This is an optimization exercise on Yosys and OpenROAD, whose aim is small area, a short achievable clock period and few clock cycles per item, not a production implementation. At most, simulation tests tie the RTL to the original design; equivalence was not proved. Power figures rest on the tool's default switching activity, not on a simulated workload.

// vpu_sp_top
module vpu_sp_top (
  input  logic        clk,
  input  logic        rst_n,
  input  logic        line_start,
  input  logic [7:0]  line_y,
  output logic        busy,
  output logic        line_done,
  output logic        param_req_en,
  output logic [3:0]  param_req_addr,
  input  logic [31:0] param_rdata,
  output logic        tile_req_en,
  output logic [15:0] tile_req_addr,
  input  logic [7:0]  tile_rdata,
  output logic        pal_req_en,
  output logic [9:0]  pal_req_addr,
  input  logic [31:0] pal_rdata,
  output logic        lb_rd_en,
  output logic [7:0]  lb_rd_addr,
  output logic        lb_wr_en,
  output logic [7:0]  lb_wr_addr,
  output logic [31:0] lb_wdata,
  input  logic [31:0] lb_rdata
);
Size in the first run: roughly 1200 cells after synthesis, roughly 200 I/O pins, roughly 16000 sq um of cells after synthesis.
clock: 11.0 ns
lec_check: 0
cap_margin: 20
core_margin: 2
core_utilization: 40
cts_cluster_diameter: 100
cts_cluster_size: 25
slew_margin: 75
standard.sh (not shown) runs the stock make flow with config.mk's settings and CLKGATE_MAP_FILE= SYNTH_SCRIPT=/design/flow/synth_recipe.tcl, a recipe that flattens the netlist after the stock synthesis.
==> flow/flow/run.sh <==
#!/bin/bash
# The standard layout, except that
#  - each port gets the smallest buffer (buf_1) instead of the one
#    buffer_ports picks by default;
#  - Yosys's synth runs without its internal abc pass (-noabc), so that the
#    adder trees written in the RTL reach extract_fa as written; the final
#    ABC mapping of the flow is unchanged.
set -euo pipefail
export BUFFER_PORTS_ARGS="-buffer_cell sky130_fd_sc_hd__buf_1"
export SYNTH_ARGS="-noabc"
bash standard.sh finish > standard_flow.log 2>&1
The first run passed the timing, design-rule and antenna checks.
Testbench counts at the start, summed over its fixed seeds: cycles 50,423, lines 512.
==> next run, changes <==
==> flow/flow/run.sh (replaced) <==
#!/bin/bash
# The standard layout, except that each port gets the smallest buffer
# (buf_1) instead of the one buffer_ports picks by default.
set -euo pipefail
export BUFFER_PORTS_ARGS="-buffer_cell sky130_fd_sc_hd__buf_1"
bash standard.sh finish > standard_flow.log 2>&1
- CTS_BUF_LIST: default -> sky130_fd_sc_hd__clkbuf_8
- CTS_CLUSTER_DIAMETER: 100 -> 80
- CTS_CLUSTER_SIZE: 25 -> 16
The changed run produced a clean layout. Wire length climbs by 2.6%. Total power drops by 2.0%. Final area is lower by about 0.7%. Clock-buffer cell count went up by 2.

Another version of the RTL of vpu_sp_top (not shown whole).
Size in the first run: about 1500 cells after synthesis, about 310 flip-flops, ~200 I/O pins, roughly 17000 um^2 of cells after synthesis.
==> flow/config.mk <==
export PLATFORM = sky130hd
export DESIGN_NAME = vpu_sp_top
export DESIGN_NICKNAME = vpu_sp_top
export VERILOG_FILES = /design/flow/design.v
export SDC_FILE = /design/flow/constraint.sdc
export NUM_CORES = 4
export LEC_CHECK = 0
export CAP_MARGIN = 20
export CORE_MARGIN = 2
export CORE_UTILIZATION = 40
export CTS_CLUSTER_DIAMETER = 100
export CTS_CLUSTER_SIZE = 30
export SLEW_MARGIN = 20
==> flow/constraint.sdc <==
create_clock -name core_clock -period 11.0 [get_ports {clk}]
set_input_delay 2.2000 -clock core_clock [delete_from_list [all_inputs] [get_ports {clk}]]
set_output_delay 2.2000 -clock core_clock [all_outputs]
set_load 0.01 [all_outputs]
==> flow/flow/run.sh <==
#!/bin/bash
# The standard layout, except that each port gets the smallest buffer
# (buf_1) instead of the one buffer_ports picks by default.
set -euo pipefail
export BUFFER_PORTS_ARGS="-buffer_cell sky130_fd_sc_hd__buf_1"
bash standard.sh finish > standard_flow.log 2>&1
The starting point completed without violations.
Change:
CTS_CLUSTER_DIAMETER = unset   (was 100)
CTS_CLUSTER_SIZE = unset   (was 30)
Effect:
- The new run passed the timing, design-rule and antenna checks
- setup slack improves by 3.7 ps
- design area came out higher by 3.5%
- cell count came out higher by 1.6%
- fmax is about the same
- sequential share of layout area came out lower by 1.2 points
- global-route usage came out higher by 0.44 points
- die area is unchanged
- power came out higher by 13%
- wire length came out higher by 1.4%
- critical path depth does not change
Function was not checked in any run of this note: the RTL went through the layout flow alone.

vpu_sp_top, a different RTL version from the one above (not shown whole).
Size: ~1,400 cells after synthesis, roughly 200 I/O pins, roughly 16,000 sq um of cells after synthesis.
export LEC_CHECK = 0
export CAP_MARGIN = 20
export CORE_MARGIN = 2
export CORE_UTILIZATION = 40
export CTS_CLUSTER_DIAMETER = 100
export CTS_CLUSTER_SIZE = 25
export SLEW_MARGIN = 60
create_clock -name core_clock -period 11.0 [get_ports {clk}]
Scripts as last shown in full above: flow/flow/run.sh
The baseline went through all stages and came out clean.
Testbench counts at the start, summed over its fixed seeds: cycles 50,366, lines 512.
Rerun with:
Settings changed: SLEW_MARGIN 60 to 20.
Effect: Total power barely changes. Area after synthesis does not change. Wire length increases by 0.54%. Design area hardly moves. Sequential share of layout area barely changes.
Rerun with:
==> flow/flow/run.sh (replaced) <==
#!/bin/bash
# The standard layout, except that
#  - each port gets the smallest buffer (buf_1) instead of the one
#    buffer_ports picks by default;
#  - Yosys's synth runs without its internal abc pass (-noabc), so that the
#    adder trees written in the RTL reach extract_fa as written; the final
#    ABC mapping of the flow is unchanged.
set -euo pipefail
export BUFFER_PORTS_ARGS="-buffer_cell sky130_fd_sc_hd__buf_1"
export SYNTH_ARGS="-noabc"
bash standard.sh finish > standard_flow.log 2>&1
=>
- The new run completed with no timing, DRC or antenna violations
- count of clock-buffer cells in the layout is unchanged
- combinational power is about the same
- routed wire length rises by about 0.4%

vpu_sp_top, a different RTL version from the one above (not shown whole).
Size in the first run: roughly 1400 cells after synthesis, roughly 300 flip-flops, about 0.015 mm2 of cells after synthesis.
==> flow/config.mk <==
export PLATFORM = sky130hd
export DESIGN_NAME = vpu_sp_top
export DESIGN_NICKNAME = vpu_sp_top
export VERILOG_FILES = /design/flow/design.v
export SDC_FILE = /design/flow/constraint.sdc
export NUM_CORES = 4
export LEC_CHECK = 0
export ABC_AREA = 1
export CAP_MARGIN = 20
export CORE_MARGIN = 2
export CORE_UTILIZATION = 50
export CTS_BUF_LIST = sky130_fd_sc_hd__clkbuf_8
export CTS_CLUSTER_DIAMETER = 80
export CTS_CLUSTER_SIZE = 16
export SLEW_MARGIN = 75
==> flow/constraint.sdc <==
create_clock -name core_clock -period 11.0 [get_ports {clk}]
set_input_delay 2.2000 -clock core_clock [delete_from_list [all_inputs] [get_ports {clk}]]
set_output_delay 2.2000 -clock core_clock [all_outputs]
set_load 0.01 [all_outputs]
==> flow/flow/run.sh <==
#!/bin/bash
# The standard layout, except that
#  - each port gets the smallest buffer (buf_1) instead of the one
#    buffer_ports picks by default;
#  - Yosys's synth runs without its internal abc pass (-noabc), so that the
#    adder trees written in the RTL reach extract_fa as written; the final
#    ABC mapping of the flow is unchanged.
set -euo pipefail
export BUFFER_PORTS_ARGS="-buffer_cell sky130_fd_sc_hd__buf_1"
export SYNTH_ARGS="-noabc"
bash standard.sh finish > standard_flow.log 2>&1
Testbench counts at the start, summed over its fixed seeds: cycles 50,398, lines 512.
Then changed:
- CORE_UTILIZATION: 50 -> 40
- SLEW_MARGIN: 75 -> 20
Result:
- critical path depth went up by 7
- cell count climbs by a few percent
- clock-buffer cell count increases by 4

==> separate check: timing with driven ports <==
Ports are ideal in the flow. The routed layouts listed here were re-timed in OpenROAD. Step 1 sets driving cells, clkbuf_16 on the clock port and buf_2 on the other inputs (assumed; they add their load-dependent delay and slew). Step 2, shift: input delay + t, output delay - t, t = (earliest + latest rising clock arrival at the registers) / 2. This alone moves slack from input paths to output paths. Slacks: no drivers / after step 1 / after step 2; pairs: no drivers / after step 1.
| run | shift t [ns] | setup WS [ns] | worst slew at a driven data input, ns | cell pins on the clock port's net |
|---|---|---|---|---|
| the first run of note 1 | 0.558 | 7.374 / 7.404 / 6.846 | 0.06 | 1 |
| the second run of note 1 | 0.639 | 7.486 / 7.434 / 6.931 | 0.08 | 1 |
| the first run of note 2 | 0.569 | 7.349 / 7.349 / 6.932 | 0.11 | 1 |
| the second run of note 2 | 0.599 | 7.352 / 7.352 / 6.916 | 0.11 | 1 |
| the first run of note 3 | 0.560 | 7.388 / 7.416 / 6.856 | 0.09 | 1 |
| the second run of note 3 | 0.565 | 7.126 / 7.126 / 6.865 | 0.09 | 1 |
| the third run of note 3 | 0.578 | 7.153 / 7.153 / 6.838 | 0.08 | 1 |
| the first run of note 4 | 0.618 | 7.517 / 7.468 / 7.141 | 0.08 | 1 |
| the second run of note 4 | 0.632 | 7.275 / 7.275 / 7.107 | 0.09 | 1 |
After both steps setup and hold are still met in every run listed. For the second run of note 1, which loses most, drivers alone change the setup slack by -0.052 ns; drivers and shift together by -0.555 ns.
